Source: an optimization exercise on an open RTL-to-GDS flow (aim: small area and a short achievable clock period). Production flows keep margins and buffers that such runs may drop.
Only simulation tests tie the RTL to the original design; equivalence was not proved.
No activity file was given, so power comes from the tool's default toggle rates.

Design video_ctrl_top, start of the top module:
module video_ctrl_top (
    input  logic                           clk,
    input  logic                           reset_n,
    input  logic                           reg_wr,
    input  logic [video_pkg::ADDR_W-1:0]   reg_addr,
    input  logic [video_pkg::DATA_W-1:0]   reg_wdata,
    output logic                           mem_req,
    output logic [video_pkg::ADDR_W-1:0]   mem_addr,
    input  logic                           mem_credit,
    input  logic                           mem_rsp_valid,
    input  logic [video_pkg::DATA_W-1:0]   mem_rsp_data,
    output logic [3:0]                     sync,     
    output logic [23:0]                    rgb       
);
    video_pkg::ctrl_cfg_t          ctrl_cfg;
    video_pkg::axis_cfg_t          h_cfg;
    video_pkg::axis_cfg_t          v_cfg;
    video_pkg::fetch_cfg_t         fetch_cfg;
    logic               pix_tick;
    logic               active;
    logic               fetch_line;
    logic               line_step;
    logic               line_wrap;
    logic               fifo_wr;
    video_pkg::rgb_t               fifo_wdata;
    logic               fifo_pop;              
    video_pkg::rgb_t               fifo_rdata;
    logic               fifo_empty;
    video_regs i_video_regs (
        .clk       (clk),
        .reset_n   (reset_n),
        .reg_wr    (reg_wr),
        .reg_addr  (reg_addr),
        .reg_wdata (reg_wdata),
  ...
==> flow/config.mk <==
export PLATFORM = sky130hd
export DESIGN_NAME = video_ctrl_top
export DESIGN_NICKNAME = video_ctrl_top
export VERILOG_FILES = /design/flow/design.v
export SDC_FILE = /design/flow/constraint.sdc
export NUM_CORES = 4
export LEC_CHECK = 0
export CAP_MARGIN = 20
export CORE_MARGIN = 2
export CORE_UTILIZATION = 40
export SETUP_SLACK_MARGIN = 5
export SLEW_MARGIN = 20
==> flow/constraint.sdc <==
create_clock -name core_clock -period 9.0 [get_ports {clk}]
set_input_delay 1.8000 -clock core_clock [delete_from_list [all_inputs] [get_ports {clk}]]
set_output_delay 1.8000 -clock core_clock [all_outputs]
set_load 0.01 [all_outputs]
run.sh (not shown) runs the stock make flow with config.mk's settings and CLKGATE_MAP_FILE= SYNTH_SCRIPT=/design/flow/synth_recipe.tcl, a recipe that flattens the netlist after the stock synthesis.
Edit:
- SETUP_SLACK_MARGIN: 5 -> default
Outcome:
- The changed run passed the timing, design-rule and antenna checks
- area after synthesis stays the same
- cell area is about the same
- via count hardly moves
- die area does not change
- total power went up slightly
- global-route usage stays flat
- critical path depth does not change
- worst hold slack is worse by 0.0039 ns
- final cell count stays flat
- setup slack is worse by 0.52 ns
- sequential cell count stays the same
Edit:
==> flow/flow/run.sh (new file) <==
#!/bin/bash
# Standard ORFS layout with fast port buffers and no CTS dummy loads.
set -euo pipefail
bash standard.sh \
  "BUFFER_PORTS_ARGS=-buffer_cell sky130_fd_sc_hd__buf_2" \
  "CTS_ARGS=-sink_clustering_enable -repair_clock_nets -dont_use_dummy_load" \
  finish > standard.log 2>&1
==> flow/standard.sh (new file) <==
#!/bin/bash
# synth_recipe.tcl (not shown) runs the flow's synth.tcl, then flattens the netlist and writes it again
# the make line also repeats each setting of config.mk as NAME=value (left out here)
make -C /OpenROAD-flow-scripts/flow DESIGN_CONFIG=/design/flow/config.mk WORK_HOME=/design/flow/orfs CLKGATE_MAP_FILE= SYNTH_SCRIPT=/design/flow/synth_recipe.tcl "${@:-finish}"
- SETUP_SLACK_MARGIN: default -> 5
removed: flow/run.sh
Effect: Utilization drops by 1.6 points; sequential share of layout area went up by 1.8 points; count of clock-buffer cells in the layout went down by 15; wire length drops slightly; via count came out lower slightly.

* * *

Setup of the previous run:
Another version of the RTL of video_ctrl_top (not shown whole).
Size in the first run: about 2,100 cells after synthesis, ~720 flip-flops, roughly 160 I/O pins.
clock: 9.0 ns
lec_check: 0
cap_margin: 20
core_margin: 2
core_utilization: 60
place_density: 0.7
setup_slack_margin: 5
slew_margin: 20
standard.sh (not shown) runs the stock make flow with config.mk's settings and CLKGATE_MAP_FILE= SYNTH_SCRIPT=/design/flow/synth_recipe.tcl, a recipe that flattens the netlist after the stock synthesis.
==> flow/flow/run.sh <==
#!/bin/bash
# Standard ORFS layout with fast port buffers and no CTS dummy loads.
set -euo pipefail
bash standard.sh \
  "BUFFER_PORTS_ARGS=-buffer_cell sky130_fd_sc_hd__buf_2" \
  "CTS_ARGS=-sink_clustering_enable -repair_clock_nets -dont_use_dummy_load -sink_clustering_size 24 -sink_clustering_max_diameter 150" \
  "SETUP_SLACK_MARGIN=5.8" \
  finish > standard.log 2>&1
Relative to the previous run, the following input files were edited for the current run:
# the previous run
export LEC_CHECK = 0
export CAP_MARGIN = 20
export CORE_MARGIN = 2
export CORE_UTILIZATION = 60
export PLACE_DENSITY = 0.7
export SETUP_SLACK_MARGIN = 5
export SLEW_MARGIN = 20
create_clock -name core_clock -period 9.0 [get_ports {clk}]
# the current run
export LEC_CHECK = 0
export CAP_MARGIN = 20
export CORE_MARGIN = 2
export CORE_UTILIZATION = 40
export SETUP_SLACK_MARGIN = 5
export SLEW_MARGIN = 20
create_clock -name core_clock -period 9.0 [get_ports {clk}]
==> flow/flow/run.sh <==
#!/bin/bash
# Standard ORFS layout with fast port buffers and no CTS dummy loads.
set -euo pipefail
bash standard.sh \
  "BUFFER_PORTS_ARGS=-buffer_cell sky130_fd_sc_hd__buf_2" \
  "CTS_ARGS=-sink_clustering_enable -repair_clock_nets -dont_use_dummy_load -sink_clustering_size 24 -sink_clustering_max_diameter 150" \
  "SETUP_SLACK_MARGIN=6" \
  finish > standard.log 2>&1
Notes after the runs:
The current run reports its capturing instance or port of the critical path as sync[2] while the previous run reports i_line_fetch.free_slots[4]$_DFFE_PN1P_. Clock latency at the later pin of the worst-skew pair up 0.02 ns in the current run wrt the previous run. Against the previous run, the current run comes in 42 higher on number of gates given a new drive strength after cts. Looking at global routing usage summed across all routing layers, the current run sits 7.9 points below the previous run. Looking at path length in cells of the critical path, the current run sits 15 below the previous run. The current run vs the previous run: overall via count from detail_route up in the current run.

[port drivers added, routing unchanged]
The flow's constraints put no driver on any port. The routed layouts listed below were extracted and timed again, unchanged, in two steps.
Step 1 assumes that a clkbuf_16 drives the clock port and a buf_2 every other input.
Step 2, shift: input delay + t, output delay - t, t = (earliest + latest rising clock arrival at the registers) / 2. This alone moves slack from input paths to output paths.
Three values: no drivers, after step 1, after step 2; two values: the first two.
| run | t (ns) | setup WS [ns] | hold WS [ns] | worst setup path at the end | slew at the worst register clock pin (ns) |
|---|---|---|---|---|---|
| the first run of note 1 | 0.696 | 5.196 / 5.196 / 4.567 | 0.466 / 0.466 / 0.466 | input to register | 0.06 / 0.06 |
| the second run of note 1 | 0.683 | 4.676 / 4.676 / 4.119 | 0.462 / 0.462 / 0.462 | input to register | 0.06 / 0.06 |
| the third run of note 1 | 0.666 | 5.091 / 5.131 / 4.464 | 0.459 / 0.459 / 0.459 | input to register | 0.06 / 0.06 |
| the previous run | 0.627 | 5.663 / 5.663 / 5.277 | 0.468 / 0.468 / 0.468 | input to register | 0.10 / 0.10 |
| the current run | 0.614 | 5.870 / 5.807 / 5.386 | 0.420 / 0.420 / 0.420 | input to register | 0.11 / 0.11 |
After both steps every run listed still meets setup and hold. The setup slack of the first run of note 1, which loses most, moves by 0.000 ns with the drivers and by -0.629 ns with both steps.
